What follows belongs to an exercise in optimizing a design on an open flow for small area and a short achievable clock period; a production flow would make more cautious choices. Function was checked by simulation only, so behaviour that the tests miss may differ from the original. Power is estimated from default activity; no workload was simulated.

`flow/flow/run.sh`:
```
#!/bin/bash
# The standard layout with three changes: plain buffers (buf_2) on the ports
# instead of the delay buffer buffer_ports picks by default, and timing repair
# free to change a cell's footprint while it resizes.
set -euo pipefail
bash standard.sh BUFFER_PORTS_ARGS="-buffer_cell sky130_fd_sc_hd__buf_2" MATCH_CELL_FOOTPRINT=0 finish > standard_flow.log 2>&1
```
`flow/config.mk`:
```
export PLATFORM = sky130hd
export DESIGN_NAME = lrm_sample_feeder
export DESIGN_NICKNAME = lrm_sample_feeder
export VERILOG_FILES = /design/flow/design.v
export SDC_FILE = /design/flow/constraint.sdc
export NUM_CORES = 4
export LEC_CHECK = 0
export CAP_MARGIN = 20
export CORE_MARGIN = 2
export CORE_UTILIZATION = 40
export CTS_CLUSTER_DIAMETER = 120
export CTS_CLUSTER_SIZE = 25
export PLACE_DENSITY = 0.6
export SETUP_SLACK_MARGIN = 2.8
export SLEW_MARGIN = 20
export TNS_END_PERCENT = 100
```
`flow/constraint.sdc`:
```
create_clock -name core_clock -period 5.0 [get_ports {CLK}]
set_input_delay 1.0000 -clock core_clock [delete_from_list [all_inputs] [get_ports {CLK}]]
set_output_delay 1.0000 -clock core_clock [all_outputs]
set_load 0.01 [all_outputs]
```
`flow/design.v`:
```
package lrm_pkg;
    localparam int unsigned DATA_W    = 8;
    localparam int unsigned SAMPLE_W  = 17;
    localparam int unsigned RESULT_W  = 25;
    localparam int unsigned CYCLE_W   = 32;
    localparam int unsigned X_MSB     = 16;
    localparam int unsigned Y_MSB     = 8;
    localparam int unsigned PRED_BIT  = 0;
    localparam int unsigned MIN_TRAIN = 2;
    localparam logic [1:0] ST_IDLE   = 2'd0;
    localparam logic [1:0] ST_STREAM = 2'd1;
    localparam logic [1:0] ST_DRAIN  = 2'd2;
    typedef struct packed {
        logic              fit_ok;
        logic [DATA_W-1:0] yp;
        logic [DATA_W-1:0] a;
        logic [DATA_W-1:0] b;
    } result_t;
endpackage
module lrm_sync_fifo #(
    parameter int unsigned WIDTH = 17,
    parameter int unsigned DEPTH = 62,
    parameter int unsigned BANKS = 1
) (
    input  logic             clk,
    input  logic             we,
    input  logic [DEPTH-1:0] wsel,
    input  logic [WIDTH-1:0] din,
    input  logic [DEPTH-1:0] rsel,
    output logic [BANKS*WIDTH-1:0] dout
);
    logic [WIDTH-1:0] mem [DEPTH];
    always_ff @(posedge clk) begin
        for (int i = 0; i < DEPTH; i++) begin
            if (we && wsel[i]) begin
                mem[i] <= din;
            end
        end
    end
    always_comb begin
        dout = '0;
        for (int i = 0; i < DEPTH; i++) begin
            dout[(i % BANKS) * WIDTH +: WIDTH] = dout[(i % BANKS) * WIDTH +: WIDTH] |
                                                 (mem[i] & {WIDTH{rsel[i]}});
        end
    end
endmodule
module lrm_sample_feeder #(
    parameter int unsigned DEPTH     = 64,
    parameter int unsigned RES_DEPTH = 8
) (
    input  logic                 CLK,
    input  logic                 RESET_N,
    input  logic                 START,
    input  logic                 WR_EN,
    input  logic [lrm_pkg::SAMPLE_W-1:0]  WR_DATA,
    output logic                 FULL,
    input  logic                 LRM_READY,
    output logic [lrm_pkg::DATA_W-1:0]    LRM_XI,
    output logic [lrm_pkg::DATA_W-1:0]    LRM_YI,
    output logic                 LRM_PREDICT,
    output logic                 LRM_VALID,
    input  logic                 LRM_DONE,
    input  logic [lrm_pkg::DATA_W-1:0]    LRM_YP,
    input  logic [lrm_pkg::DATA_W-1:0]    LRM_A,
    input  logic [lrm_pkg::DATA_W-1:0]    LRM_B,
    input  logic                 RD_EN,
    output logic [lrm_pkg::RESULT_W-1:0]  RD_DATA,
    output logic                 RES_EMPTY,
    output logic [lrm_pkg::DATA_W-1:0]    TRAIN_CNT,
    output logic [lrm_pkg::DATA_W-1:0]    OUTSTANDING,
    output logic [lrm_pkg::CYCLE_W-1:0]   CYCLES,
    output logic                 BUSY,
    output logic                 FINISHED,
    output logic                 ERR
);
    localparam int unsigned SW  = lrm_pkg::SAMPLE_W;
    localparam int unsigned RW  = lrm_pkg::RESULT_W;
    localparam int unsigned SMD = DEPTH - 2;        
    localparam int unsigned RMD = RES_DEPTH - 1;    
    localparam int unsigned SCW = $clog2(DEPTH + 1);
    localparam int unsigned RCW = $clog2(RES_DEPTH + 1);
    localparam int unsigned DW  = lrm_pkg::DATA_W;
    function automatic logic [15:0] plus1(input logic [15:0] v);
        logic c;
        c = 1'b1;
        for (int i = 0; i < 16; i++) begin
            plus1[i] = v[i] ^ c;
            c        = c & v[i];
        end
    endfunction
    function automatic logic [15:0] minus1(input logic [15:0] v);
        logic b;
        b = 1'b1;
        for (int i = 0; i < 16; i++) begin
            minus1[i] = v[i] ^ b;
            b         = b & !v[i];
        end
    endfunction
    logic stream;                  
    logic stream_next, busy_next, finished_next;
    logic r_full;                  
    logic out_zero;
    logic busy_i;                  
    logic s_full_i;                
    logic s_valid_i;               
    logic r_avail;                 
    assign out_zero = (OUTSTANDING == '0);
    always_comb begin
        stream_next   = (!busy_i && START) || (stream && s_ge1);
        finished_next = busy_i && !stream && out_zero && !LRM_DONE;
        busy_next     = (!busy_i && START) || stream || (busy_i && !finished_next);
    end
    always_ff @(posedge CLK or negedge RESET_N) begin
        if (!RESET_N) begin
            stream   <= 1'b0;
            BUSY     <= 1'b0;
            busy_i   <= 1'b0;
            FINISHED <= 1'b0;
            ERR      <= 1'b0;
        end else begin
            stream   <= stream_next;
            BUSY     <= busy_next;
            busy_i   <= busy_next;
            FINISHED <= finished_next;
            if ((WR_EN && s_full_i) || (LRM_DONE && r_full)) begin
                ERR <= 1'b1;
            end
        end
    end
    logic [SCW-1:0] s_cnt;
    logic [SW-1:0]  s_h, s_n, s_mhead;
    logic [2*SW-1:0] s_port_d;     
    logic [SW-1:0]  s_port_e, s_port_o;    
    logic [SW-1:0]  s_last;        
    logic           s_last_hit;    
    logic           s_hodd;        
    logic [7:0]     s_wgrp, s_wslot;
    logic [SMD-1:0] s_wsel;
    logic [SMD-1:0] s_rsel;        
    logic           s_push, s_pop, s_mwe;
    logic           s_ge1, s_ge2, s_ge3, s_ge4;
    logic           s_ge1_next, s_inc, s_dec;
    logic           s_full_next, valid_next;
    logic [SCW-1:0] s_cnt_next;
    logic [SW-1:0]  s_h_next;
    assign s_push = WR_EN && !s_full_i;
    assign s_pop  = s_valid_i && LRM_READY;
    assign s_inc  = s_push && !s_pop;
    assign s_dec  = s_pop && !s_push;
    assign s_mwe  = s_push && (s_ge3 || (s_ge2 && !s_pop));    
    lrm_sync_fifo #(
        .WIDTH (SW),
        .DEPTH (SMD),
        .BANKS (2)
    ) u_sample_mem (
        .clk  (CLK),
        .we   (s_push),
        .wsel (s_wsel),
        .din  (WR_DATA),
        .rsel (s_rsel),
        .dout (s_port_d)
    );
    always_comb begin
        for (int i = 0; i < SMD; i++) begin
            s_wsel[i] = s_wgrp[i / 8] && s_wslot[i % 8];
        end
    end
    always_comb begin
        if (s_pop) begin
            s_h_next = s_ge2 ? s_n : WR_DATA;
        end else begin
            s_h_next = s_ge1 ? s_h : WR_DATA;
        end
        s_ge1_next = s_inc || (s_dec ? s_ge2 : s_ge1);
        case ({s_push, s_pop})
            2'b10:   s_cnt_next = SCW'(plus1(16'(s_cnt)));
            2'b01:   s_cnt_next = SCW'(minus1(16'(s_cnt)));
            default: s_cnt_next = s_cnt;
        endcase
        s_full_next = s_pop ? 1'b0 : (s_full_i || (s_cnt == SCW'(DEPTH - 1) && s_push));
        valid_next  = stream_next && s_ge1_next;
    end
    assign s_mhead = s_last_hit ? s_last : (s_hodd ? s_port_o : s_port_e);
    always_ff @(posedge CLK) begin
        s_port_e   <= s_port_d[0 +: SW];
        s_port_o   <= s_port_d[SW +: SW];
        s_last     <= WR_DATA;
        s_last_hit <= s_push && (s_pop ? (s_ge3 && !s_ge4) : (s_ge2 && !s_ge3));
        s_h <= s_h_next;
        if (s_pop) begin
            s_n <= s_ge3 ? s_mhead : WR_DATA;
        end else if (!s_ge2) begin
            s_n <= WR_DATA;
        end
    end
    always_ff @(posedge CLK or negedge RESET_N) begin
        if (!RESET_N) begin
            s_cnt       <= '0;
            s_wgrp      <= 8'd1;
            s_wslot     <= 8'd1;
            s_rsel      <= SMD'(3);
            s_hodd      <= 1'b0;
            s_ge1       <= 1'b0;
            s_ge2       <= 1'b0;
            s_ge3       <= 1'b0;
            s_ge4       <= 1'b0;
            FULL        <= 1'b0;
            s_full_i    <= 1'b0;
            LRM_VALID   <= 1'b0;
            s_valid_i   <= 1'b0;
            LRM_XI      <= '0;
            LRM_YI      <= '0;
            LRM_PREDICT <= 1'b0;
        end else begin
            s_cnt <= s_cnt_next;
            if (s_mwe) begin
                if (s_wgrp[(SMD - 1) / 8] && s_wslot[(SMD - 1) % 8]) begin
                    s_wgrp  <= 8'd1;
                    s_wslot <= 8'd1;
                end else begin
                    s_wslot <= {s_wslot[6:0], s_wslot[7]};
                    if (s_wslot[7]) begin
                        s_wgrp <= {s_wgrp[6:0], s_wgrp[7]};
                    end
                end
            end
            if (s_pop && s_ge3) begin
                s_rsel <= {s_rsel[SMD-2:0], s_rsel[SMD-1]};
                s_hodd <= !s_hodd;
            end
            s_ge1     <= s_ge1_next;
            s_ge2     <= s_inc ? s_ge1 : (s_dec ? s_ge3 : s_ge2);
            s_ge3     <= s_inc ? s_ge2 : (s_dec ? s_ge4 : s_ge3);
            s_ge4     <= s_inc ? s_ge3 : (s_dec ? (s_cnt >= SCW'(5)) : s_ge4);
            FULL      <= s_full_next;
            s_full_i  <= s_full_next;
            LRM_VALID <= valid_next;
            s_valid_i <= valid_next;
            {LRM_XI, LRM_YI, LRM_PREDICT} <= valid_next ? s_h_next : '0;
        end
    end
    logic [RCW-1:0] r_cnt;
    logic [RW-1:0]  r_din, r_mhead;
    logic [RMD-1:0] r_wsel;        
    logic [RMD-1:0] r_rsel;        
    logic           r_push, r_pop, r_mwe, r_ge2;
    logic           fit_ok_c;
    assign fit_ok_c = (TRAIN_CNT >= lrm_pkg::DATA_W'(lrm_pkg::MIN_TRAIN));
    assign r_din    = {fit_ok_c, LRM_YP, LRM_A, LRM_B};
    assign r_push   = LRM_DONE && !r_full;
    assign r_pop    = RD_EN && r_avail;
    assign r_ge2    = (r_cnt >= RCW'(2));
    assign r_mwe    = r_push && (r_ge2 || (r_avail && !r_pop));
    lrm_sync_fifo #(
        .WIDTH (RW),
        .DEPTH (RMD)
    ) u_result_mem (
        .clk  (CLK),
        .we   (r_push),
        .wsel (r_wsel),
        .din  (r_din),
        .rsel (r_rsel),
        .dout (r_mhead)
    );
    always_ff @(posedge CLK or negedge RESET_N) begin
        if (!RESET_N) begin
            r_cnt     <= '0;
            r_wsel    <= RMD'(1);
            r_rsel    <= RMD'(1);
            RES_EMPTY <= 1'b1;
            r_avail   <= 1'b0;
            r_full    <= 1'b0;
            RD_DATA   <= '0;
        end else begin
            case ({r_push, r_pop})
                2'b10:   r_cnt <= RCW'(plus1(16'(r_cnt)));
                2'b01:   r_cnt <= RCW'(minus1(16'(r_cnt)));
                default: r_cnt <= r_cnt;
            endcase
            if (r_mwe) begin
                r_wsel <= {r_wsel[RMD-2:0], r_wsel[RMD-1]};
            end
            if (r_pop && r_ge2) begin
                r_rsel <= {r_rsel[RMD-2:0], r_rsel[RMD-1]};
            end
            if (r_pop) begin
                RES_EMPTY <= !r_ge2 && !r_push;
                r_avail   <= r_ge2 || r_push;
                r_full    <= 1'b0;
                if (r_ge2) begin
                    RD_DATA <= r_mhead;
                end else begin
                    RD_DATA <= r_push ? r_din : '0;
                end
            end else begin
                RES_EMPTY <= !r_avail && !r_push;
                r_avail   <= r_avail || r_push;
                r_full    <= r_full || (r_cnt == RCW'(RES_DEPTH - 1) && r_push);
                if (!r_avail) begin
                    RD_DATA <= r_push ? r_din : '0;
                end
            end
        end
    end
    always_ff @(posedge CLK or negedge RESET_N) begin
        if (!RESET_N) begin
            CYCLES      <= '0;
            TRAIN_CNT   <= '0;
            OUTSTANDING <= '0;
        end else if (!busy_i && START) begin
            CYCLES      <= '0;
            TRAIN_CNT   <= '0;
            OUTSTANDING <= '0;
        end else begin
            if (busy_i) begin
                CYCLES <= CYCLES + lrm_pkg::CYCLE_W'(1);
            end
            if (s_pop && !s_h[0] && (TRAIN_CNT != {lrm_pkg::DATA_W{1'b1}})) begin
                TRAIN_CNT <= TRAIN_CNT + lrm_pkg::DATA_W'(1);
            end
            case ({s_pop && s_h[0], LRM_DONE})
                2'b10: OUTSTANDING <= DW'(plus1(16'(OUTSTANDING)));
                2'b01: begin
                    if (!out_zero) begin
                        OUTSTANDING <= DW'(minus1(16'(OUTSTANDING)));
                    end
                end
                default: begin
                end
            endcase
        end
    end
endmodule
```
`flow/standard.sh`:
```
#!/bin/bash
# synth_recipe.tcl (not shown) runs the flow's synth.tcl, then flattens the netlist and writes it again
# the make line also repeats each setting of config.mk as NAME=value (left out here)
make -C /OpenROAD-flow-scripts/flow DESIGN_CONFIG=/design/flow/config.mk WORK_HOME=/design/flow/orfs CLKGATE_MAP_FILE= SYNTH_SCRIPT=/design/flow/synth_recipe.tcl "${@:-finish}"
```
==> results of run 1 <==
layer usage:
metal / routed length, um / part of all wire (%) / GRT usage (%) / vias up
met1: 69400 / 41 / 34.1 / 17200
met5: 0 / 0 / 0 / -
met2: 76400 / 45 / 35.7 / 2237
met3: 19700 / 12 / 5.26 / 247
li1: - / - / - / 13800
met4: 5570 / 3.3 / 7.00 / 0
final cells by class:
type / instances / area, sq um
diodes: 1 / 2.50
clock inverters: 6 / 63.8
inverters: 11 / 53.8
repair buffers: 381 / 3270
flip-flops and latches: 1522 / 43900
fillers: 11800 / 74500
well taps: 1794 / 2240
clock buffers: 122 / 1990
multi-input cells: 1593 / 11200
registers in the layout, summed over array words and instances (netlist names), 25 cells and up:
register	flops
u_sample_mem.mem	1054
u_result_mem.mem	175
s_rsel	62
CYCLES	32
RD_DATA	25
through the flow:
stage	setup slack (ns)	instances	hold WS (ns)	utilization, %	power [mW]
finish	2.67	5430	0.233	45.7	24.1
global route	2.61	5429	0.238	45.7	24.9
CTS	2.58	5358	0.198	44.9	24.1
detailed placement	1.61	5143	0.464	42.4	17.2
global placement	1.63	5143	0.447	42.4	17.1
floorplan	2.75	3342	0.428	-	16.2
power by group:
part | switching (mW) | total, mW | internal (mW) | leakage [nW]
logic | 1.60 | 2.82 | 1.22 | 5.83
clock network | 3.89 | 6.68 | 2.79 | 0.981
registers | 0.448 | 14.6 | 14.2 | 14.4
worst register-to-register path: stages, from the launching register on:
cell and delay [ns]:
dfrtp_1 0.41, buf_12 0.15, a222oi_1 0.63, nand3_1 0.33, or4_4 0.64
path summary, 6_finish.rpt:
kind	endpoint	slack, ns	cells after the start
worst max-delay path	RES_EMPTY	2.67	1
worst min-delay path	RD_DATA[7]$_DFFE_PN0N_	0.23	1
worst max register to register	s_port_o[10]$_DFF_P_	2.71	4
worst min register to register	s_rsel[37]$_DFFE_PN0P_	0.48	2
max in group asynchronous	s_rsel[35]$_DFFE_PN0P_	3.56	2
min in group core_clock	s_rsel[37]$_DFFE_PN0P_	0.48	2
placed cells by master (no fill, tap or decap), types with 34 or more instances in the layout:
cell type | netlist | routed
nor2_1 | 61 | 60
buf_2 | 17 | 92
dfxtp_1 | 86 | 86
clkbuf_16 | 0 | 72
nand2_1 | 288 | 285
clkbuf_1 | 159 | 50
o22ai_1 | 34 | 34
dfrtp_1 | 200 | 164
buf_6 | 5 | 57
a22o_1 | 39 | 39
buf_4 | 1 | 197
a31oi_1 | 51 | 51
edfxtp_1 | 1229 | 1229
a222oi_1 | 59 | 59
and3_4 | 0 | 45
a22oi_1 | 457 | 446
nand3_1 | 95 | 89
nand4_1 | 77 | 77
o21ai_0 | 47 | 47
synthesized netlist by cell type (all sizes together) (34+ instances only):
master	count
o21ai	51
nand3	96
nor2	62
buf	57
dfxtp	86
a221oi	35
edfxtp	1229
nand2	290
a22o	39
a31oi	51
dfrtp	200
clkbuf	159
nand4	77
a22oi	457
a222oi	59
and3	72
or4	39
o22ai	34
repair_timing:
| item | 4_1_cts | 5_1_grt |
|---|---|---|
| setup endpoints to repair | 1397 | 823 |
| setup buffers | 87 | 71 |
| cloned | 0 | 0 |
| resized for setup | 209 | 51 |
| pin swaps | 19 | 23 |
logic make-up after synthesis:
| kind of cell | synth area share (%) |
|---|---|
| simple gates | 6.29 |
| compound gates | 10.7 |
| buf+inv | 1.66 |
| mux | 1.32 |
| xor+xnor | 0.413 |
| flops | 79.4 |
| fa+ha+maj | 0.136 |
==> results.sh, run 1 <==
export IMPL_h_tree_depth=3
export IMPL_crit_start="RES_EMPTY$_DFF_PN1_"
export IMPL_required_ns=4.00
export IMPL_clock_latency_ns=0.71
export IMPL_relSlewSlack_pct=18.9
export IMPL_setup_violations=0
export IMPL_grt_util_all_layers_pct=23.6
export IMPL_die_w_um=375
export IMPL_wl_per_cell_um=31.5
export IMPL_overflow=0
export IMPL_synth_area_top_cells="edfxtp_1 (67%), dfrtp_1 (9.1%), a22oi_1 (6.2%)"
export IMPL_drv_cap=0
export IMPL_clk_pin_slew_ns=0.10
export IMPL_ant_nets=0
export IMPL_fin_crit_ns=2.33
export IMPL_place_port_buffers=143
export IMPL_synthFlopType="edfxtp_1"
export IMPL_synth_top_area_share_pct=66.9
export IMPL_p_per_area_nw_per_um2=385
export IMPL_critical_path_arrival_ns=1.33
export IMPL_fin_skew_ns=0.0372
export IMPL_placement_rows=136
export IMPL_place_hpwl_um=103000
export IMPL_crit_type="reg2out"
export IMPL_fp_dieH_um=375
export IMPL_path_delay_family="flip-flops"
export IMPL_p_leak_nw=21.2
export IMPL_drtIter0Drc=5575
export IMPL_drtPass1Iterations=6
export IMPL_io_pins=144
export IMPL_synth_area_sq_um=55200
export IMPL_grt_pass1_vias=31000
export IMPL_min_period_over_period_pct=46.7
export IMPL_yosysSeqAreaShare_pct=79.4
export IMPL_route_detailed_vias_per_inst=6.18
export IMPL_drc=0
export IMPL_place_area_sq_um=58100
export IMPL_outcome="complete, no violations"
export IMPL_antenna_found_initial=11
export IMPL_worstPathMaxFanout=1
export IMPL_grt_max_degree=107
export IMPL_drive_above_1_share_pct=19.1
export IMPL_rsz0062_at_grt="yes"
export IMPL_cts_made_buffers=70
export IMPL_ys_ff_latch=1522
export IMPL_num_vias=33600
export IMPL_finalNetCount=3633
export IMPL_synthCells=3342
export IMPL_crit_chain="buf_6"
export IMPL_final_hold_violation_count=0
export IMPL_design_area_sq_um=62700
export IMPL_ys_async_sr_fraction_pct=13.6
export IMPL_drt_wl_total_um=171000
export IMPL_cts_hold_buffers_added=0
export IMPL_area_growth_pct=13.6
export IMPL_die_area_sq_um=141000
export IMPL_cts_sinks=1522
export IMPL_yosys_area_top_type="edfxtp_1"
export IMPL_ir_worst_vdd_mv=0.364
export IMPL_yosysWarnings=5
export IMPL_hp_class="in2async"
export IMPL_initial_core_util_pct=40.2
export IMPL_cp_start_kind="register"
export IMPL_worst_pin_slew_ns=1.22
export IMPL_drv_slew=0
export IMPL_cp_end_kind="output port"
export IMPL_core_sq_um=137000
export IMPL_cp_slowest_cell="dfstp_2"
export IMPL_syn_avg_cell_area_sq_um=16.5
export IMPL_ys_types=66
export IMPL_clock_fmax_mhz=429
export IMPL_synth_nets=3396
export IMPL_cts_buffer_depth=3
export IMPL_synth_edf_count=1229
export IMPL_critPathBufInv=1
export IMPL_tns_ns=0
export IMPL_cts_tree="yes"
export IMPL_crit_path_max_incr_delay_ns=0.54
export IMPL_clock_root_buffer="clkbuf_16"
export IMPL_place_congestion=0.906
export IMPL_worstReg2RegStart="s_rsel[29]$_DFFE_PN0P_"
export IMPL_grt_pass1_wl_um=238000
==> run 2, diff against run 1 <==
--- a/flow/config.mk
+++ b/flow/config.mk
@@ -12,5 +12,5 @@
 export CTS_CLUSTER_SIZE = 25
 export PLACE_DENSITY = 0.6
-export SETUP_SLACK_MARGIN = 2.8
+export SETUP_SLACK_MARGIN = 2.7
 export SLEW_MARGIN = 20
 export TNS_END_PERCENT = 100
==> run 2 against run 1 <==
Against the previous run:
- sequential share of layout area increased by 2.3 points
- sequential power about the same
- flip-flop and latch count unchanged
- clock skew decreased by 0.011 ns
- register-to-register slack got worse by 0.05 ns
- non-clock buffer count decreased by 112
- die area unchanged
- power decreased by 1.9%
- clock-buffer cell count decreased by 10
- critical endpoint is now s_port_o[3]$_DFF_P_
==> results.sh, run 2 <==
export IMPL_outcome="complete, no violations"
export IMPL_fp_dieH_um=375
export IMPL_ys_async_sr_fraction_pct=13.6
export IMPL_synth_nets=3396
export IMPL_die_w_um=375
export IMPL_synthCells=3342
export IMPL_antenna_found_initial=14
export IMPL_synth_most_common_cell="edfxtp_1"
export IMPL_clock_fmax_mhz=427
export IMPL_fin_crit_ns=2.34
export IMPL_clk_pin_slew_ns=0.10
export IMPL_nFillCells=11900
export IMPL_drtPass1Iterations=7
export IMPL_grt_max_degree=111
export IMPL_initial_core_util_pct=40.2
export IMPL_drtIter0Drc=4911
export IMPL_hp_class="in2async"
export IMPL_critical_path_arrival_ns=2.87
export IMPL_tns_ns=0
export IMPL_area_growth_pct=9.99
export IMPL_final_hold_violation_count=0
export IMPL_drv_cap=0
export IMPL_fin_skew_ns=0.0265
export IMPL_yosys_area_top_type="edfxtp_1"
export IMPL_synth_area_sq_um=55200
export IMPL_p_per_area_nw_per_um2=390
export IMPL_synth_edf_count=1229
export IMPL_synth_top_area_share_pct=66.9
export IMPL_place_congestion=0.914
export IMPL_ff_latch_area_sq_um=43900
export IMPL_path_delay_family="simple AND/OR/NAND/NOR gates"
export IMPL_drc=0
export IMPL_syn_avg_cell_area_sq_um=16.5
export IMPL_synthFlopType="edfxtp_1"
export IMPL_finalNetCount=3521
export IMPL_multiInputGateArea_sq_um=10800
export IMPL_route_detailed_vias_per_inst=6.14
export IMPL_layout_commonest_cell="edfxtp_1"
export IMPL_drv_slew=0
export IMPL_cts_tree="yes"
export IMPL_synth_area_top_cells="edfxtp_1 (67%), dfrtp_1 (9.1%), a22oi_1 (6.2%)"
export IMPL_drt_wl_total_um=170000
export IMPL_cp_slowest_cell="dfrtp_1"
export IMPL_layout_common_cells="edfxtp_1 (1229), a22oi_1 (450), nand2_1 (285)"
export IMPL_clock_root_buffer="clkbuf_16"
export IMPL_worstPathMaxFanout=19
export IMPL_design_area_sq_um=60700
export IMPL_hold_slack_ns=0.389
export IMPL_yosysWarnings=5
export IMPL_required_ns=5.53
export IMPL_cts_made_buffers=70
export IMPL_regMostFlops="u_sample_mem.mem"
export IMPL_placement_rows=136
export IMPL_ys_types=66
export IMPL_num_vias=32600
export IMPL_relSlewSlack_pct=23.6
export IMPL_wl_per_cell_um=32.0
export IMPL_ir_worst_vdd_mv=0.285
export IMPL_cp_end_kind="register"
export IMPL_clock_latency_ns=0.69
export IMPL_yosysSeqAreaShare_pct=79.4
export IMPL_place_hpwl_um=106000
export IMPL_grt_pass1_wl_um=238000
export IMPL_place_port_buffers=143
export IMPL_cts_hold_buffers_added=0
export IMPL_rsz0062_at_grt="yes"
export IMPL_largest_reg_flops=1054
export IMPL_critPathBufInv=0
export IMPL_cp_start_kind="register"
export IMPL_crit_type="reg2reg"
export IMPL_min_period_over_period_pct=46.8
export IMPL_grt_util_all_layers_pct=23.6
export IMPL_io_pins=144
export IMPL_grt_pass1_vias=30700
export IMPL_ant_nets=0
export IMPL_cts_sinks=1522
export IMPL_place_area_sq_um=58000
export IMPL_drive_above_1_share_pct=15.7
export IMPL_core_sq_um=137000
export IMPL_crit_path_max_incr_delay_ns=0.72
export IMPL_worst_pin_slew_ns=1.15
export IMPL_h_tree_depth=3
export IMPL_die_area_sq_um=141000
export IMPL_yosys_top_cells_count="edfxtp_1 (1229), a22oi_1 (457), nand2_1 (288)"
export IMPL_ys_ff_latch=1522
export IMPL_overflow=0
export IMPL_crit_chain="a22oi_1 -> nand3_1 -> or4_1"
export IMPL_p_leak_nw=20.5
export IMPL_reg_largest_list="u_sample_mem.mem: 1054 flops, u_result_mem.mem: 175 flops, s_rsel: 62 flops"
export IMPL_cts_buffer_depth=3
export IMPL_setup_violations=0
[run 2: changes by cell type in the layout (fill, tap and decap cells not counted), moves of 8 or more]
cell,change
buf_4,-72
buf_6,-55
nor3_1,+8
and3_4,-43
or4_1,+16
dfrtp_4,-8
dfrtp_2,+9
buf_2,+46
clkbuf_1,-11
or4_4,-16
and3_2,+43
buf_12,-30
[run 2: kinds of logic (layout without fill, tap and decap cells)]
group           count (synthesis)  in the layout  synth area share (%)
flops                        1522           1522                  79.4
compound gates                795            795                  10.7
simple gates                  700            700                  6.29
xor+xnor                       26             26                 0.413
mux                            66             66                  1.32
fa+ha+maj                       6              6                 0.136
buf+inv                       227            396                  1.66
other cells                     0              2                     0
[run 2: cell type report]
cell class	instances	area share [%]
Clock buffer	112	3.25
Multi-Input combinational cell	1593	17.7
Inverter	11	0.0887
Timing Repair Buffer	269	2.85
Antenna cell	2	0.00825
Clock inverter	4	0.0701
Sequential cell	1522	72.3
Tap cell	1794	3.70
[run 2: metal layers]
| metal | up-vias | share of wire, % | track usage [%] |
|---|---|---|---|
| li1 | 13600 | - | - |
| met1 | 16800 | 40 | 33.5 |
| met2 | 1969 | 46 | 36.6 |
| met3 | 249 | 11 | 5.49 |
| met4 | 16 | 2.7 | 6.61 |
| met5 | - | 0.061 | 0 |
[run 2: final timing paths]
check,from,slack (ns),end,depth (start not counted)
worst max register to register,s_rsel[25]$_DFFE_PN0P_,2.66,s_port_o[3]$_DFF_P_,3
max in group asynchronous,RESET_N,3.62,CYCLES[2]$_DFFE_PN0P_,2
min in group core_clock,RD_DATA[12]$_DFFE_PN0N_,0.48,RD_DATA[12]$_DFFE_PN0N_,2
worst min register to register,RD_DATA[12]$_DFFE_PN0N_,0.48,RD_DATA[12]$_DFFE_PN0N_,2
worst min-delay path,RESET_N,0.39,TRAIN_CNT[2]$_DFFE_PN0P_,1
worst max-delay path,s_rsel[25]$_DFFE_PN0P_,2.66,s_port_o[3]$_DFF_P_,3
[run 2: through the flow]
step	cells	setup slack, ns	power [mW]	utilization [%]
floorplan	3342	2.64	16.1	-
global placement	5145	1.50	17.1	42.3
detailed placement	5145	1.42	17.1	42.3
CTS	5298	2.66	23.7	44.1
global route	5306	2.67	24.5	44.2
finish	5307	2.66	23.7	44.2
[run 2: what timing repair did]
action                      CTS  global route
pin swaps                     9             7
setup buffers                37             7
setup endpoints to repair  1157           319
cloned                        0             0
resized for setup            76            21
[run 2: report_power, final]
group,switching (mW),internal (mW),total [mW]
logic,1.52,0.930,2.45
clock network,3.89,2.76,6.65
registers,0.397,14.2,14.6
==> run 3, diff against run 2 <==
--- a/flow/config.mk
+++ b/flow/config.mk
@@ -8,8 +8,8 @@
 export CAP_MARGIN = 20
 export CORE_MARGIN = 2
-export CORE_UTILIZATION = 40
+export CORE_UTILIZATION = 50
 export CTS_CLUSTER_DIAMETER = 120
 export CTS_CLUSTER_SIZE = 25
-export PLACE_DENSITY = 0.6
+export PLACE_DENSITY = 0.7
 export SETUP_SLACK_MARGIN = 2.7
 export SLEW_MARGIN = 20
==> run 3 against run 2 <==
Against the previous run:
- sequential power about the same
- largest cell class unchanged
- maximum frequency shrank 2.6%
- sequential share of layout area up 0.51 points
- largest power group unchanged
- still clean
==> results.sh, run 3 <==
export IMPL_required_ns=5.53
export IMPL_multiInputGateArea_sq_um=10700
export IMPL_synth_most_common_cell="edfxtp_1"
export IMPL_cts_made_buffers=71
export IMPL_nFillCells=8308
export IMPL_setup_violations=0
export IMPL_clock_fmax_mhz=416
export IMPL_place_hpwl_um=95400
export IMPL_grt_max_degree=114
export IMPL_drtIter0Drc=5913
export IMPL_crit_type="reg2reg"
export IMPL_drv_cap=0
export IMPL_wl_per_cell_um=32.1
export IMPL_reg_largest_list="u_sample_mem.mem: 1054 flops, u_result_mem.mem: 175 flops, s_rsel: 62 flops"
export IMPL_min_period_over_period_pct=48.1
export IMPL_total_power_mw=23.6
export IMPL_area_growth_pct=9.25
export IMPL_largest_reg_flops=1054
export IMPL_reg2reg_to="s_port_o[16]$_DFF_P_"
export IMPL_ys_async_sr_fraction_pct=13.6
export IMPL_critical_path_arrival_ns=2.93
export IMPL_tns_ns=0
export IMPL_cts_sinks=1522
export IMPL_ant_nets=0
export IMPL_fin_crit_ns=2.40
export IMPL_fp_dieH_um=336
export IMPL_ys_types=66
export IMPL_die_area_sq_um=113000
export IMPL_initial_core_util_pct=50.5
export IMPL_cts_tree="yes"
export IMPL_ir_worst_vdd_mv=0.332
export IMPL_placement_rows=121
export IMPL_hp_class="in2async"
export IMPL_antenna_found_initial=7
export IMPL_synthCells=3342
export IMPL_die_w_um=336
export IMPL_yosys_area_top_type="edfxtp_1"
export IMPL_grt_pass1_wl_um=225000
export IMPL_core_sq_um=109000
export IMPL_drive_above_1_share_pct=15.1
export IMPL_syn_avg_cell_area_sq_um=16.5
export IMPL_synth_nets=3396
export IMPL_synthFlopType="edfxtp_1"
export IMPL_p_per_area_nw_per_um2=392
export IMPL_final_hold_violation_count=0
export IMPL_layout_commonest_cell="edfxtp_1"
export IMPL_route_detailed_vias_per_inst=6.63
export IMPL_worst_pin_slew_ns=1.09
export IMPL_drc=0
export IMPL_ys_ff_latch=1522
export IMPL_ff_latch_area_sq_um=43900
export IMPL_num_vias=33000
export IMPL_clk_pin_slew_ns=0.10
export IMPL_yosysSeqAreaShare_pct=79.4
export IMPL_layout_common_cells="edfxtp_1 (1229), a22oi_1 (454), nand2_1 (285)"
export IMPL_regMostFlops="u_sample_mem.mem"
export IMPL_place_congestion=0.903
export IMPL_grt_util_all_layers_pct=27.9
export IMPL_reg2reg_setup_slack_ns=2.60
export IMPL_outcome="complete, no violations"
export IMPL_rsz0062_at_grt="yes"
export IMPL_yosys_top_cells_count="edfxtp_1 (1229), a22oi_1 (457), nand2_1 (288)"
export IMPL_place_port_buffers=143
export IMPL_relSlewSlack_pct=27.2
export IMPL_drv_slew=0
export IMPL_fin_cells=4982
export IMPL_fin_skew_ns=0.0491
export IMPL_hold_slack_ns=0.394
export IMPL_worstPathMaxFanout=19
export IMPL_overflow=0
export IMPL_p_leak_nw=20.4
export IMPL_clock_root_buffer="clkbuf_16"
export IMPL_r2r_cells=4
export IMPL_synth_area_sq_um=55200
export IMPL_setup_slack_ns=2.60
export IMPL_dp_slack_ns=1.84
export IMPL_worstReg2RegStart="s_rsel[35]$_DFFE_PN0P_"
export IMPL_place_area_sq_um=57500
export IMPL_grt_pass1_vias=31000
export IMPL_design_area_sq_um=60300
export IMPL_io_pins=144
export IMPL_finalNetCount=3513
export IMPL_clock_latency_ns=0.68
export IMPL_yosysWarnings=5
export IMPL_post_place_cells=4808
export IMPL_cts_buffer_depth=3
export IMPL_drtPass1Iterations=6
export IMPL_synth_area_top_cells="edfxtp_1 (67%), dfrtp_1 (9.1%), a22oi_1 (6.2%)"
export IMPL_cp_start_kind="register"
export IMPL_cp_end_kind="register"
export IMPL_fin_util_pct=55.2
export IMPL_h_tree_depth=3
export IMPL_synth_edf_count=1229
export IMPL_drt_wl_total_um=160000
export IMPL_synth_top_area_share_pct=66.9
run 3: cell count changes in the layout (fill, tap and decap cells not counted), sizes merged:
| cell | previous run | this run |
|---|---|---|
| clkinv | 2 | 1 |
| clkbuf | 112 | 114 |
| diode | 2 | 1 |
| inv | 13 | 15 |
| buf | 269 | 260 |
run 3: final cells by class:
class                      instances  area share, %
sequential                      1522           72.8
timing repair buffer             260           2.80
antenna                            1        0.00415
tap                             1476           3.06
multi-input combinational       1593           17.8
clock buffer                     114           3.32
clock inverter                     5          0.104
inverter                          11         0.0727
run 3: cells by family (layout without fill, tap and decap cells):
family | Yosys count | after routing | synth area share [%]
DFF | 1522 | 1522 | 79.4
AOI/OAI and AO/OA | 795 | 795 | 10.7
and+or+nand+nor | 700 | 700 | 6.29
buffers and inverters | 227 | 390 | 1.66
muxes | 66 | 66 | 1.32
xor gates and xnor gates | 26 | 26 | 0.413
adders and majority gates | 6 | 6 | 0.136
other | 0 | 1 | 0
run 3: how the worst max path moves through the flow:
stage,to,startpoint,cells past startpoint,slack (ns)
floorplan,s_cnt[5]$_DFFE_PN0P_,LRM_READY,9,2.64
global placement,u_sample_mem.mem[2][0]$_DFFE_PP_,WR_EN,5,1.85
detailed placement,u_sample_mem.mem[4][13]$_DFFE_PP_,WR_EN,5,1.84
CTS,s_port_o[11]$_DFF_P_,s_rsel[23]$_DFFE_PN0P_,5,2.53
global route,RES_EMPTY,RES_EMPTY$_DFF_PN1_,1,2.66
finish,s_port_o[16]$_DFF_P_,s_rsel[35]$_DFFE_PN0P_,4,2.60
run 3: what timing repair did:
action / 4_1_cts / 5_1_grt
endpoints found under the setup margin: 449 / 544
buffers inserted: 39 / 15
gates resized for setup: 63 / 32
pin swaps: 5 / 7
hold buffers: 0 / 0
run 3: where the power goes:
| group | switching, mW | total (mW) | internal (mW) |
|---|---|---|---|
| registers | 0.417 | 14.6 | 14.2 |
| clock network | 3.81 | 6.62 | 2.81 |
| logic | 1.48 | 2.42 | 0.942 |
| total | 5.71 | 23.6 | 17.9 |
run 3: critical path, cell delays in order (launching register included):
cell and delay (ns):
dfrtp_1 0.41, buf_12 0.17, a222oi_1 0.64, nand3_1 0.33, or4_4 0.67
run 3: per-layer routing:
metal | GRT usage, % | wire length [um] | up-vias | share of wire (%)
met5 | 0 | 27 | - | 0.017
met4 | 10.9 | 6890 | 4 | 4.3
met3 | 6.36 | 21000 | 337 | 13
met2 | 43.5 | 73100 | 2469 | 46
met1 | 38.5 | 58700 | 16600 | 37
li1 | - | - | 13600 | -
==> run 4, diff against run 3 <==
--- a/flow/design.v
+++ b/flow/design.v
@@ -131,6 +131,6 @@
     logic [SCW-1:0] s_cnt;
     logic [SW-1:0]  s_h, s_n, s_mhead;
-    logic [2*SW-1:0] s_port_d;     
-    logic [SW-1:0]  s_port_e, s_port_o;    
+    logic [4*SW-1:0] s_port_d;     
+    logic [SW-1:0]  s_port_e0, s_port_o1, s_port_e2, s_port_o3;   
     logic [SW-1:0]  s_last;        
     logic           s_last_hit;    
@@ -153,5 +153,5 @@
         .WIDTH (SW),
         .DEPTH (SMD),
-        .BANKS (2)
+        .BANKS (4)
     ) u_sample_mem (
         .clk  (CLK),
@@ -182,8 +182,11 @@
         valid_next  = stream_next && s_ge1_next;
     end
-    assign s_mhead = s_last_hit ? s_last : (s_hodd ? s_port_o : s_port_e);
+    assign s_mhead = s_last_hit ? s_last :
+                     (s_hodd ? (s_port_o1 | s_port_o3) : (s_port_e0 | s_port_e2));
     always_ff @(posedge CLK) begin
-        s_port_e   <= s_port_d[0 +: SW];
-        s_port_o   <= s_port_d[SW +: SW];
+        s_port_e0  <= s_port_d[0 +: SW];
+        s_port_o1  <= s_port_d[SW +: SW];
+        s_port_e2  <= s_port_d[2*SW +: SW];
+        s_port_o3  <= s_port_d[3*SW +: SW];
         s_last     <= WR_DATA;
         s_last_hit <= s_push && (s_pop ? (s_ge3 && !s_ge4) : (s_ge2 && !s_ge3));
==> run 4 against run 3 <==
Against the previous run:
- sequential share of layout area grew 0.32 points
- design area grew 1.1%
- area after synthesis grew 1.2%
- highest routed layer unchanged
- still clean on timing, DRC and antenna
- flip-flop and latch count grew 34
==> results.sh, run 4 <==
export IMPL_drive_above_1_share_pct=13.7
export IMPL_min_period_over_period_pct=46.4
export IMPL_worstReg2RegStart="s_rsel[22]$_DFFE_PN0P_"
export IMPL_antenna_found_initial=6
export IMPL_r2r_cells=4
export IMPL_nFillCells=8459
export IMPL_cts_tree="yes"
export IMPL_ys_ff_latch=1556
export IMPL_crit_type="reg2out"
export IMPL_cp_endpoint="RES_EMPTY"
export IMPL_area_growth_pct=9.14
export IMPL_ys_types=63
export IMPL_yosysSeqAreaShare_pct=79.7
export IMPL_largest_reg_flops=1054
export IMPL_fin_skew_ns=0.0442
export IMPL_drtIter0Drc=4992
export IMPL_place_port_buffers=143
export IMPL_drc=0
export IMPL_grt_max_degree=123
export IMPL_h_tree_depth=3
export IMPL_required_ns=4.00
export IMPL_synth_nets=3418
export IMPL_fin_cells=5020
export IMPL_synth_top_area_share_pct=66.1
export IMPL_synth_edf_count=1229
export IMPL_cp_start_kind="register"
export IMPL_grt_util_all_layers_pct=25.0
export IMPL_route_detailed_vias_per_inst=6.47
export IMPL_clock_latency_ns=0.69
export IMPL_synth_area_sq_um=55800
export IMPL_grt_pass1_wl_um=208000
export IMPL_cp_slowest_cell="dfstp_2"
export IMPL_drtPass1Iterations=5
export IMPL_synth_most_common_cell="edfxtp_1"
export IMPL_path_delay_family="flip-flops"
export IMPL_reg2reg_to="s_port_e2[12]$_DFF_P_"
export IMPL_cts_buffer_depth=3
export IMPL_core_sq_um=111000
export IMPL_place_hpwl_um=87200
export IMPL_reg2reg_setup_slack_ns=2.69
export IMPL_place_area_sq_um=58100
export IMPL_setup_slack_ns=2.68
export IMPL_cp_end_kind="output port"
export IMPL_worst_pin_slew_ns=1.17
export IMPL_drt_wl_total_um=145000
export IMPL_reg_largest_list="u_sample_mem.mem: 1054 flops, u_result_mem.mem: 175 flops, s_rsel: 62 flops"
export IMPL_post_place_cells=4835
export IMPL_crit_start="RES_EMPTY$_DFF_PN1_"
export IMPL_cts_hold_buffers_added=0
export IMPL_placement_rows=122
export IMPL_outcome="complete, no violations"
export IMPL_p_per_area_nw_per_um2=401
export IMPL_hp_class="in2async"
export IMPL_syn_avg_cell_area_sq_um=16.6
export IMPL_critical_path_arrival_ns=1.32
export IMPL_finalNetCount=3532
export IMPL_clk_pin_slew_ns=0.10
export IMPL_layout_common_cells="edfxtp_1 (1229), nand2_1 (277), a22oi_1 (186)"
export IMPL_yosysWarnings=5
export IMPL_fin_crit_ns=2.32
export IMPL_worstPathMaxFanout=1
export IMPL_final_hold_violation_count=0
export IMPL_layout_commonest_cell="edfxtp_1"
export IMPL_die_w_um=338
export IMPL_yosys_area_top_type="edfxtp_1"
export IMPL_io_pins=144
export IMPL_tns_ns=0
export IMPL_drv_cap=0
export IMPL_setup_violations=0
export IMPL_design_area_sq_um=60900
export IMPL_crit_path_max_incr_delay_ns=0.55
export IMPL_critPathBufInv=1
export IMPL_ys_async_sr_fraction_pct=13.3
export IMPL_num_vias=32500
export IMPL_ir_worst_vdd_mv=0.289
export IMPL_p_leak_nw=20.4
export IMPL_grt_pass1_vias=30000
export IMPL_cts_made_buffers=72
export IMPL_regMostFlops="u_sample_mem.mem"
export IMPL_ant_nets=0
export IMPL_wl_per_cell_um=28.9
export IMPL_cp_depth=1
export IMPL_clock_root_buffer="clkbuf_16"
export IMPL_rsz0062_at_grt="yes"
export IMPL_total_power_mw=24.4
export IMPL_initial_core_util_pct=50.4
export IMPL_fp_dieH_um=338
export IMPL_overflow=0
export IMPL_crit_chain="buf_6"
export IMPL_dp_slack_ns=1.66
export IMPL_clock_fmax_mhz=431
export IMPL_synthFlopType="edfxtp_1"
export IMPL_die_area_sq_um=114000
export IMPL_cts_sinks=1556
export IMPL_place_congestion=0.885
export IMPL_synthCells=3364
export IMPL_yosys_top_cells_count="edfxtp_1 (1229), nand2_1 (282), dfrtp_1 (200)"
export IMPL_relSlewSlack_pct=21.8
export IMPL_drv_slew=0
export IMPL_synth_area_top_cells="edfxtp_1 (66%), dfrtp_1 (9.0%), dfxtp_1 (4.3%)"
run 4: cell types whose count changed after synthesis, sizes merged, moves of 32 or more:
cell    change
a221oi    +135
nor2       +32
a22oi     -271
dfxtp      +34
nand3      -58
or4        -39
a22o      +133
run 4: worst min path at each step:
stage / startpoint / to / slack (ns)
after global routing: RESET_N / RD_DATA[0]$_DFFE_PN0N_ / 0.48
final: RESET_N / RD_DATA[0]$_DFFE_PN0N_ / 0.43
after detailed placement: stream$_DFF_PN0_ / FINISHED$_DFF_PN0_ / 0.44
after floorplan: stream$_DFF_PN0_ / FINISHED$_DFF_PN0_ / 0.42
after global placement: stream$_DFF_PN0_ / FINISHED$_DFF_PN0_ / 0.45
after CTS: RESET_N / TRAIN_CNT[5]$_DFFE_PN0P_ / 0.44
run 4: final cells by class:
class | instances | area (sq um) | area share (%)
flip-flops and latches | 1556 | 44500 | 73.1
multi-input cells | 1577 | 10600 | 17.4
clock buffers | 119 | 2020 | 3.32
well taps | 1488 | 1860 | 3.06
repair buffers | 258 | 1700 | 2.79
clock inverters | 7 | 105 | 0.173
inverters | 13 | 61.3 | 0.101
diodes | 2 | 5.00 | 0.00822
run 4: through the flow:
step                hold slack, ns  utilization (%)
global route                 0.477             55.0
CTS                          0.440             54.9
detailed placement           0.442             52.5
floorplan                    0.424                -
global placement             0.449             52.5
finish                       0.433             55.0
run 4: kinds of logic after synthesis:
logic type	synth area share, %
AOI/OAI and AO/OA	11.6
buffers and inverters	1.64
DFF	79.7
xor gates and xnor gates	0.392
muxes	0.520
and+or+nand+nor	5.98
adders and majority gates	0.135
run 4: repair_timing:
item	4_1_cts	5_1_grt
gates resized for setup	47	23
endpoints found under the setup margin	1301	208
setup buffers	45	11
endpoints found under the hold margin	0	0
run 4: layer usage:
metal,GRT usage (%),wire [um]
met1,37.3,58400
met2,37.7,65600
met3,5.59,17800
met4,6.25,3490
met5,0,11
run 4: where the power goes:
part	internal, mW	total [mW]	switching, mW
Combinational	1.08	2.80	1.71
Clock	2.84	6.75	3.91
Sequential	14.5	14.9	0.408
Total	18.4	24.4	6.03
==> run 5, diff against run 4 <==
--- a/flow/config.mk
+++ b/flow/config.mk
@@ -8,8 +8,8 @@
 export CAP_MARGIN = 20
 export CORE_MARGIN = 2
-export CORE_UTILIZATION = 50
+export CORE_UTILIZATION = 45
 export CTS_CLUSTER_DIAMETER = 120
 export CTS_CLUSTER_SIZE = 25
-export PLACE_DENSITY = 0.7
+export PLACE_DENSITY = 0.65
 export SETUP_SLACK_MARGIN = 2.7
 export SLEW_MARGIN = 20
==> run 5 against run 4 <==
Against the previous run:
- still clean
- clock-buffer cell count grew 9
- die area rose by 11%
- final cell count grew 3.1%
- maximum frequency rose by 0.19%
- clock power is 1% higher
- first-iteration DRC count rose by 5.6%
- largest power group unchanged
==> results.sh, run 5 <==
export IMPL_setup_violations=0
export IMPL_crit_path_max_incr_delay_ns=0.54
export IMPL_synth_area_top_cells="edfxtp_1 (66%), dfrtp_1 (9.0%), dfxtp_1 (4.3%)"
export IMPL_synth_nets=3418
export IMPL_grt_pass1_vias=30600
export IMPL_initial_core_util_pct=45.2
export IMPL_power_share_switching_pct=24.8
export IMPL_rsz0062_at_grt="yes"
export IMPL_cts_made_buffers=72
export IMPL_worst_pin_slew_ns=1.18
export IMPL_fp_dieH_um=356
export IMPL_die_w_um=356
export IMPL_wl_per_cell_um=28.9
export IMPL_syn_avg_cell_area_sq_um=16.6
export IMPL_tns_ns=0
export IMPL_cts_tree="yes"
export IMPL_yosys_area_top_type="edfxtp_1"
export IMPL_num_antenna_cells=0
export IMPL_p_per_area_nw_per_um2=402
export IMPL_clk_pin_slew_ns=0.10
export IMPL_regMostFlops="u_sample_mem.mem"
export IMPL_antenna_found_initial=3
export IMPL_design_area_sq_um=61100
export IMPL_total_power_mw=24.5
export IMPL_ys_ff_latch=1556
export IMPL_core_sq_um=123000
export IMPL_switchingPower_mw=6.09
export IMPL_yosysSeqAreaShare_pct=79.7
export IMPL_synthFlopType="edfxtp_1"
export IMPL_p_leak_nw=20.4
export IMPL_overflow=0
export IMPL_min_period_over_period_pct=46.3
export IMPL_pwr_share_clk_pct=27.9
export IMPL_synth_most_common_cell="edfxtp_1"
export IMPL_crit_chain="buf_6"
export IMPL_grt_pass1_wl_um=216000
export IMPL_cp_end_kind="output port"
export IMPL_io_pins=144
export IMPL_seqPwrFrac_pct=60.5
export IMPL_fin_skew_ns=0.0328
export IMPL_grt_util_all_layers_pct=23.2
export IMPL_worstPathMaxFanout=1
export IMPL_path_delay_family="flip-flops"
export IMPL_intPower_mw=18.4
export IMPL_cp_slowest_cell="dfstp_2"
export IMPL_yosys_top_cells_count="edfxtp_1 (1229), nand2_1 (282), dfrtp_1 (200)"
export IMPL_outcome="complete, no violations"
export IMPL_layout_common_cells="edfxtp_1 (1229), nand2_1 (276), a22oi_1 (186)"
export IMPL_finalNetCount=3534
export IMPL_place_port_buffers=143
export IMPL_drv_slew=0
export IMPL_fin_crit_ns=2.32
export IMPL_critical_path_arrival_ns=1.32
export IMPL_synth_edf_count=1229
export IMPL_clock_root_buffer="clkbuf_16"
export IMPL_cp_start_kind="register"
export IMPL_relSlewSlack_pct=21.1
export IMPL_h_tree_depth=3
export IMPL_grt_max_degree=122
export IMPL_drtPass1Iterations=8
export IMPL_drv_cap=0
export IMPL_clock_latency_ns=0.68
export IMPL_placement_rows=129
export IMPL_place_congestion=0.869
export IMPL_place_area_sq_um=58300
export IMPL_reg_largest_list="u_sample_mem.mem: 1054 flops, u_result_mem.mem: 175 flops, s_rsel: 62 flops"
export IMPL_combPwrFrac_pct=11.6
export IMPL_clock_fmax_mhz=432
export IMPL_cts_hold_buffers_added=0
export IMPL_cts_buffer_depth=3
export IMPL_ys_async_sr_fraction_pct=13.3
export IMPL_area_growth_pct=9.53
export IMPL_drt_wl_total_um=150000
export IMPL_cts_sinks=1556
export IMPL_ys_types=63
export IMPL_route_detailed_vias_per_inst=6.28
export IMPL_drc=0
export IMPL_num_vias=32500
export IMPL_hp_class="in2async"
export IMPL_place_hpwl_um=88900
export IMPL_synth_area_sq_um=55800
export IMPL_crit_type="reg2out"
export IMPL_ant_nets=0
export IMPL_largest_reg_flops=1054
export IMPL_final_hold_violation_count=0
export IMPL_layout_commonest_cell="edfxtp_1"
export IMPL_required_ns=4.00
export IMPL_ir_worst_vdd_mv=0.327
export IMPL_die_area_sq_um=127000
export IMPL_drive_above_1_share_pct=13.4
export IMPL_critPathBufInv=1
export IMPL_synthCells=3364
export IMPL_drtIter0Drc=5270
export IMPL_synth_top_area_share_pct=66.1
export IMPL_yosysWarnings=5
-- run 5: cell counts after synthesis --
Identical to the previous run, type by type.
-- run 5: final timing paths --
kind                                         from                       end  slack, ns  depth (start not counted)
max in group asynchronous                 RESET_N     s_rsel[0]$_DFFE_PN1P_       3.60                          2
hold / removal                            RESET_N  TRAIN_CNT[6]$_DFFE_PN0P_       0.40                          1
setup / recovery              RES_EMPTY$_DFF_PN1_                 RES_EMPTY       2.68                          1
setup reg to reg           s_rsel[17]$_DFFE_PN0P_     s_port_o1[14]$_DFF_P_       2.78                          3
hold reg to reg                  stream$_DFF_PN0_        FINISHED$_DFF_PN0_       0.45                          1
min in group core_clock          stream$_DFF_PN0_        FINISHED$_DFF_PN0_       0.45                          1
-- run 5: per-stage QoR --
step	hold slack (ns)	std cells	util (%)	setup WS, ns
global route	0.459	5175	49.6	2.63
global placement	0.442	4988	47.3	1.74
floorplan	0.424	3364	-	2.58
CTS	0.428	5164	49.4	2.63
finish	0.401	5175	49.6	2.68
detailed placement	0.450	4988	47.3	1.69
-- run 5: cell type report --
| cell class | instances | area, sq um |
|---|---|---|
| fill | 10200 | 62200 |
| sequential | 1556 | 44500 |
| multi-input combinational | 1578 | 10700 |
| clock buffer | 128 | 2090 |
| tap | 1637 | 2050 |
| timing repair buffer | 258 | 1660 |
| inverter | 13 | 75.1 |
| clock inverter | 4 | 48.8 |
| timing repair inverter | 1 | 8.76 |
-- run 5: power groups by stage --
stage / sequential (mW) / combinational (mW) / clock, mW
global route: 14.9 / 3.13 / 7.34
detailed placement: 15.3 / 2.33 / 0
finish: 14.8 / 2.86 / 6.84
floorplan: 15.2 / 1.29 / 0
CTS: 14.8 / 2.73 / 6.91
global placement: 15.3 / 2.28 / 0
-- run 5: cells by family (layout without fill, tap and decap cells) --
group | Yosys count | count (layout) | share of synthesized area [%]
XOR/XNOR | 25 | 25 | 0.392
AO/OA/AOI/OAI | 833 | 833 | 11.6
flip-flops | 1556 | 1556 | 79.7
buffers and inverters | 231 | 404 | 1.64
AND/OR/NAND/NOR | 686 | 687 | 5.98
multiplexers | 27 | 27 | 0.520
adder cells (fa/ha/maj) | 6 | 6 | 0.135
-- run 5: routing by layer --
layer	track usage, %	part of all wire (%)	vias to the layer above
met3	4.68	11	181
met4	5.97	2.4	0
met5	0	0	-
met2	34.7	45	1882
li1	-	-	13800
met1	34.7	42	16700
-- run 5: timing repair --
| item | in CTS | in global routing |
|---|---|---|
| gates resized for setup | 52 | 17 |
| pin swaps | 1 | 1 |
| cloned | 0 | 2 |
| hold endpoints to repair | 0 | 0 |
| endpoints found under the setup margin | 1158 | 661 |
| buffers inserted | 44 | 9 |
==> run 6, diff against run 5 <==
--- a/flow/config.mk
+++ b/flow/config.mk
@@ -8,8 +8,8 @@
 export CAP_MARGIN = 20
 export CORE_MARGIN = 2
-export CORE_UTILIZATION = 45
+export CORE_UTILIZATION = 40
 export CTS_CLUSTER_DIAMETER = 120
 export CTS_CLUSTER_SIZE = 25
-export PLACE_DENSITY = 0.65
+export PLACE_DENSITY = 0.6
 export SETUP_SLACK_MARGIN = 2.7
 export SLEW_MARGIN = 20
==> run 6 against run 5 <==
Against the previous run:
- largest power group unchanged
- power up 0.60%
- clock skew up 0.016 ns
- utilization shrank 5.2 points
- global-route usage is 2.0 points lower
- first-iteration DRC count decreased by 11%
==> results.sh, run 6 <==
export IMPL_place_congestion=0.852
export IMPL_initial_core_util_pct=40.1
export IMPL_seqPwrFrac_pct=60.2
export IMPL_reg2reg_setup_slack_ns=2.82
export IMPL_largest_reg_flops=1054
export IMPL_fp_dieH_um=377
export IMPL_cts_sinks=1556
export IMPL_grt_pass1_vias=30100
export IMPL_cts_hold_buffers_added=0
export IMPL_synth_top_area_share_pct=66.1
export IMPL_critPathBufInv=1
export IMPL_clock_latency_ns=0.72
export IMPL_intPower_mw=18.5
export IMPL_relSlewSlack_pct=24.6
export IMPL_grt_util_all_layers_pct=21.2
export IMPL_clock_root_buffer="clkbuf_16"
export IMPL_min_period_over_period_pct=46.8
export IMPL_wl_per_cell_um=28.2
export IMPL_synthFlopType="edfxtp_1"
export IMPL_yosysWarnings=5
export IMPL_regMostFlops="u_sample_mem.mem"
export IMPL_fin_util_pct=44.4
export IMPL_yosysSeqAreaShare_pct=79.7
export IMPL_drt_wl_total_um=153000
export IMPL_cts_tree="yes"
export IMPL_tns_ns=0
export IMPL_rsz0062_at_grt="yes"
export IMPL_ys_types=63
export IMPL_yosys_area_top_type="edfxtp_1"
export IMPL_path_delay_family="flip-flops"
export IMPL_fin_crit_ns=2.34
export IMPL_ys_async_sr_fraction_pct=13.3
export IMPL_crit_chain="buf_6"
export IMPL_setup_violations=0
export IMPL_io_pins=144
export IMPL_ys_ff_latch=1556
export IMPL_reg_largest_list="u_sample_mem.mem: 1054 flops, u_result_mem.mem: 175 flops, s_rsel: 62 flops"
export IMPL_crit_path_max_incr_delay_ns=0.54
export IMPL_overflow=0
export IMPL_synth_area_sq_um=55800
export IMPL_pwr_share_clk_pct=27.7
export IMPL_ant_nets=0
export IMPL_fin_skew_ns=0.0484
export IMPL_finalNetCount=3551
export IMPL_clock_fmax_mhz=427
export IMPL_drtIter0Drc=4670
export IMPL_syn_avg_cell_area_sq_um=16.6
export IMPL_synth_area_top_cells="edfxtp_1 (66%), dfrtp_1 (9.0%), dfxtp_1 (4.3%)"
export IMPL_place_hpwl_um=92900
export IMPL_outcome="complete, no violations"
export IMPL_required_ns=4.00
export IMPL_die_w_um=377
export IMPL_power_share_switching_pct=24.9
export IMPL_final_hold_violation_count=0
export IMPL_cts_buffer_depth=3
export IMPL_cp_slowest_cell="dfstp_2"
export IMPL_combPwrFrac_pct=12.1
export IMPL_grt_pass1_wl_um=220000
export IMPL_antenna_found_initial=5
export IMPL_hp_class="in2async"
export IMPL_drc=0
export IMPL_worstPathMaxFanout=1
export IMPL_h_tree_depth=3
export IMPL_switchingPower_mw=6.16
export IMPL_synth_most_common_cell="edfxtp_1"
export IMPL_placement_rows=137
export IMPL_clk_pin_slew_ns=0.10
export IMPL_setup_slack_ns=2.66
export IMPL_p_leak_nw=20.5
export IMPL_worst_pin_slew_ns=1.13
export IMPL_synthCells=3364
export IMPL_ir_worst_vdd_mv=0.227
export IMPL_yosys_top_cells_count="edfxtp_1 (1229), nand2_1 (282), dfrtp_1 (200)"
export IMPL_layout_commonest_cell="edfxtp_1"
export IMPL_grt_max_degree=97
export IMPL_place_port_buffers=143
export IMPL_synth_edf_count=1229
export IMPL_critical_path_arrival_ns=1.34
export IMPL_synth_nets=3418
export IMPL_dp_slack_ns=1.64
export IMPL_cp_end_kind="output port"
export IMPL_drv_cap=0
export IMPL_drtPass1Iterations=6
export IMPL_die_area_sq_um=142000
export IMPL_drive_above_1_share_pct=14.0
export IMPL_area_growth_pct=10.5
export IMPL_crit_type="reg2out"
export IMPL_num_vias=32100
export IMPL_core_sq_um=139000
export IMPL_layout_common_cells="edfxtp_1 (1229), nand2_1 (277), a22oi_1 (186)"
export IMPL_p_per_area_nw_per_um2=400
export IMPL_cp_start_kind="register"
export IMPL_cts_made_buffers=72
export IMPL_drv_slew=0
export IMPL_route_detailed_vias_per_inst=5.91
-- run 6: logic make-up after synthesis --
kind of cell,synth area share [%]
compound gates,11.6
xor+xnor,0.392
fa+ha+maj,0.135
buf+inv,1.64
flops,79.7
mux,0.520
simple gates,5.98
-- run 6: routing by layer --
layer  vias up  track usage [%]  part of all wire, %
met5         -                0                0.018
met4         4             4.99                  2.1
met3       149             3.75                  9.5
met2      1562             31.6                   44
met1     16600             32.2                   44
li1      13800                -                    -
-- run 6: layout make-up --
class | instances | area, sq um
Fill cell | 12100 | 77300
Sequential cell | 1556 | 44500
Multi-Input combinational cell | 1578 | 10600
Tap cell | 1876 | 2350
Clock buffer | 122 | 2020
Timing Repair Buffer | 276 | 2020
Clock inverter | 8 | 108
Inverter | 13 | 65.1
Antenna cell | 4 | 10.0
-- run 6: power groups by stage --
stage	Combinational (mW)	Sequential (mW)	Clock (mW)
after floorplan	1.29	15.2	0
after global placement	2.29	15.3	0
after detailed placement	2.33	15.3	0
after CTS	2.95	14.8	6.95
after global routing	3.29	14.9	7.36
final	3.00	14.9	6.83
-- run 6: worst paths after layout --
check,startpoint,to,depth (start not counted)
max in group asynchronous,RESET_N,RES_EMPTY$_DFF_PN1_,2
worst max-delay path,RES_EMPTY$_DFF_PN1_,RES_EMPTY,1
worst min register to register,stream$_DFF_PN0_,FINISHED$_DFF_PN0_,1
worst max register to register,s_rsel[61]$_DFFE_PN0P_,s_port_o1[8]$_DFF_P_,4
worst min-delay path,RESET_N,CYCLES[2]$_DFFE_PN0P_,1
min in group core_clock,stream$_DFF_PN0_,FINISHED$_DFF_PN0_,1
-- run 6: metrics by stage --
step | std cells | hold slack, ns | cell area, sq um | power (mW)
CTS | 5424 | 0.315 | 61600 | 24.7
finish | 5433 | 0.298 | 61700 | 24.7
global route | 5429 | 0.332 | 61700 | 25.6
detailed placement | 5235 | 0.459 | 58700 | 17.6
floorplan | 3364 | 0.424 | 55900 | 16.5
global placement | 5235 | 0.444 | 58700 | 17.5
-- run 6: timing repair --
action	in CTS	in global routing
setup endpoints to repair	844	93
gates cloned	0	1
pin swaps	1	1
buffers inserted	59	4
resized for setup	85	9
==> run 7, diff against run 6 <==
--- a/flow/config.mk
+++ b/flow/config.mk
@@ -12,5 +12,5 @@
 export CTS_CLUSTER_SIZE = 25
 export PLACE_DENSITY = 0.6
-export SETUP_SLACK_MARGIN = 2.7
+export SETUP_SLACK_MARGIN = 2.6
 export SLEW_MARGIN = 20
 export TNS_END_PERCENT = 100
==> run 7 against run 6 <==
Against the previous run:
- synthesized cell count unchanged
- flip-flop and latch count unchanged
- power down 1.2%
- first-iteration DRC count up 14%
- sequential share of layout area up 0.71 points
- design area down 0.97%
- non-clock buffer count down 62
- register-to-register slack worse by 0.22 ns
- via count up 1.9%
- clock-buffer cell count down 4
- final cell count down 1.2%
- worst setup slack worse by 0.061 ns
- largest power group unchanged
==> results.sh, run 7 <==
export IMPL_cts_sinks=1556
export IMPL_regMostFlops="u_sample_mem.mem"
export IMPL_rsz0062_at_grt="yes"
export IMPL_synthMuxAreaShare_pct=0.520
export IMPL_cts_made_buffers=73
export IMPL_drv_cap=0
export IMPL_cts_hold_buffers_added=0
export IMPL_synth_compound_area_share_pct=11.6
export IMPL_place_area_sq_um=58700
export IMPL_grt_util_all_layers_pct=22.5
export IMPL_critical_path_arrival_ns=2.88
export IMPL_largest_reg_flops=1054
export IMPL_syn_avg_cell_area_sq_um=16.6
export IMPL_drc=0
export IMPL_clock_root_buffer="clkbuf_16"
export IMPL_place_hpwl_um=101000
export IMPL_wl_per_cell_um=30.4
export IMPL_layout_common_cells="edfxtp_1 (1229), nand2_1 (277), a22oi_1 (186)"
export IMPL_ys_types=63
export IMPL_synth_edf_count=1229
export IMPL_synth_area_sq_um=55800
export IMPL_yosys_area_share_xor_xnor_pct=0.392
export IMPL_drtIter0Drc=5343
export IMPL_synth_most_common_cell="edfxtp_1"
export IMPL_drtPass1Iterations=6
export IMPL_fin_crit_ns=2.40
export IMPL_core_sq_um=139000
export IMPL_cp_end_kind="register"
export IMPL_num_vias=32700
export IMPL_crit_type="reg2reg"
export IMPL_worstPathMaxFanout=19
export IMPL_synth_top_area_share_pct=66.1
export IMPL_yosysWarnings=5
export IMPL_cts_buffer_depth=3
export IMPL_clk_pin_slew_ns=0.10
export IMPL_placement_rows=137
export IMPL_setup_violations=0
export IMPL_h_tree_depth=3
export IMPL_worstReg2RegStart="s_rsel[56]$_DFFE_PN0P_"
export IMPL_tns_ns=0
export IMPL_required_ns=5.47
export IMPL_ff_latch_area_sq_um=44500
export IMPL_initial_core_util_pct=40.1
export IMPL_fp_dieH_um=377
export IMPL_ir_worst_vdd_mv=0.271
export IMPL_cp_start_kind="register"
export IMPL_route_detailed_vias_per_inst=6.09
export IMPL_hp_class="in2async"
export IMPL_yosysSeqAreaShare_pct=79.7
export IMPL_synthFlopType="edfxtp_1"
export IMPL_drv_slew=0
export IMPL_place_port_buffers=143
export IMPL_die_area_sq_um=142000
export IMPL_area_growth_pct=9.47
export IMPL_ys_ff_latch=1556
export IMPL_reg_largest_list="u_sample_mem.mem: 1054 flops, u_result_mem.mem: 175 flops, s_rsel: 62 flops"
export IMPL_io_pins=144
export IMPL_clock_latency_ns=0.71
export IMPL_grt_pass1_wl_um=230000
export IMPL_yosys_area_top_type="edfxtp_1"
export IMPL_antenna_found_initial=7
export IMPL_synth_fa_ha_area_share_pct=0.135
export IMPL_overflow=0
export IMPL_finalNetCount=3489
export IMPL_synth_nets=3418
export IMPL_yosys_top_cells_count="edfxtp_1 (1229), nand2_1 (282), dfrtp_1 (200)"
export IMPL_design_area_sq_um=61100
export IMPL_synth_top_family_by_area="compound AO/OA/AOI/OAI gates"
export IMPL_place_congestion=0.877
export IMPL_grt_max_degree=121
export IMPL_yosys_area_share_simple_pct=5.98
export IMPL_drive_above_1_share_pct=12.4
export IMPL_final_hold_violation_count=0
export IMPL_cts_tree="yes"
export IMPL_ant_nets=0
export IMPL_die_w_um=377
export IMPL_synth_area_top_cells="edfxtp_1 (66%), dfrtp_1 (9.0%), dfxtp_1 (4.3%)"
export IMPL_fin_skew_ns=0.0438
export IMPL_drt_wl_total_um=163000
export IMPL_multiInputGateArea_sq_um=10600
export IMPL_clock_fmax_mhz=416
export IMPL_layout_commonest_cell="edfxtp_1"
export IMPL_synthCells=3364
export IMPL_ys_async_sr_fraction_pct=13.3
export IMPL_grt_pass1_vias=30400
export IMPL_relSlewSlack_pct=19.6
export IMPL_p_per_area_nw_per_um2=399
export IMPL_outcome="complete, no violations"
export IMPL_crit_start="s_rsel[56]$_DFFE_PN0P_"
export IMPL_p_leak_nw=20.2
export IMPL_min_period_over_period_pct=48.0
export IMPL_nFillCells=12100
export IMPL_worst_pin_slew_ns=1.21
-- run 7: cell counts after synthesis --
Identical to the previous run, type by type.
-- run 7: logic make-up (layout without fill, tap and decap cells) --
| kind of cell | after synthesis | after routing |
|---|---|---|
| other cells | 0 | 7 |
| xor+xnor | 25 | 25 |
| fa+ha+maj | 6 | 6 |
| simple gates | 686 | 686 |
| flops | 1556 | 1556 |
| mux | 27 | 27 |
| buf+inv | 231 | 353 |
| compound gates | 833 | 833 |
-- run 7: what timing repair did --
item / 4_1_cts / 5_1_grt
endpoints found under the hold margin: 0 / 0
endpoints found under the setup margin: 788 / 783
gates cloned: 0 / 0
pin swaps: 1 / 0
setup buffers: 5 / 0
gates resized for setup: 38 / 53
-- run 7: path summary, 6_finish.rpt --
| check | end | cells after the start | slack [ns] |
|---|---|---|---|
| min in group core_clock | RD_DATA[11]$_DFFE_PN0N_ | 2 | 0.48 |
| hold / removal | CYCLES[5]$_DFFE_PN0P_ | 1 | 0.37 |
| setup reg to reg | s_port_e0[1]$_DFF_P_ | 3 | 2.60 |
| setup / recovery | s_port_e0[1]$_DFF_P_ | 3 | 2.60 |
| max in group asynchronous | s_hodd$_DFFE_PN0P_ | 2 | 3.60 |
| hold reg to reg | RD_DATA[11]$_DFFE_PN0N_ | 2 | 0.48 |
-- run 7: area by class of cell --
cell class	count	area share (%)
sequential	1556	72.9
multi-input combinational	1577	17.3
tap	1876	3.84
clock buffer	118	3.30
timing repair buffer	214	2.29
clock inverter	8	0.287
inverter	13	0.0799
antenna	7	0.0287
-- run 7: worst max-delay path, stage by stage (launching register included) --
cell	delay [ns]
dfrtp_1	0.74
a22o_1	0.40
a221oi_1	0.63
nand4_1	0.38
-- run 7: routing by layer --
metal	share of wire, %	up-vias	track usage, %
li1	-	13600	-
met1	43	16900	33.6
met2	45	1957	33.7
met3	10	212	4.29
met4	2.2	0	5.47
met5	0	-	0
-- run 7: through the flow --
stage               total power, mW  utilization [%]  setup WS [ns]  instances  hold slack, ns
global placement               17.6             42.2           1.72       5230           0.452
global route                   25.2             43.9           2.60       5362           0.431
CTS                            24.4             43.9           2.57       5362           0.404
floorplan                      16.5                -           2.51       3364           0.424
detailed placement             17.6             42.2           1.68       5231           0.458
finish                         24.4             43.9           2.60       5369           0.371
-- run 7: power by group --
group | switching (mW) | leakage [nW] | total, mW | internal [mW]
combinational | 1.56 | 4.49 | 2.39 | 0.830
clock | 4.10 | 1.04 | 6.97 | 2.87
sequential | 0.538 | 14.7 | 15.0 | 14.5

port drivers added, routing unchanged:
The results above use ideal ports. As a check the final layouts listed here were re-extracted and re-timed, cells and wires unchanged.
Step 1: set_driving_cell puts a clkbuf_16 on CLK and a buf_2 on each other input, an assumption about the parent block.
Step 2, shift: input delay + t, output delay - t, t = (earliest + latest rising clock arrival at the registers) / 2. This alone moves slack from input paths to output paths.
a / b / c = ideal / step 1 / step 2; a / b = the first two.
| run | t (ns) | setup slack, ns |
|---|---|---|
| run 1 | 0.773 | 2.667 / 2.586 / 2.200 |
| run 2 | 0.756 | 2.658 / 2.625 / 2.058 |
| run 3 | 0.733 | 2.596 / 2.596 / 2.077 |
| run 4 | 0.742 | 2.681 / 2.611 / 2.065 |
| run 5 | 0.736 | 2.685 / 2.615 / 2.161 |
| run 6 | 0.775 | 2.658 / 2.586 / 2.050 |
| run 7 | 0.776 | 2.598 / 2.561 / 2.078 |
After both steps every run listed still meets setup and hold.
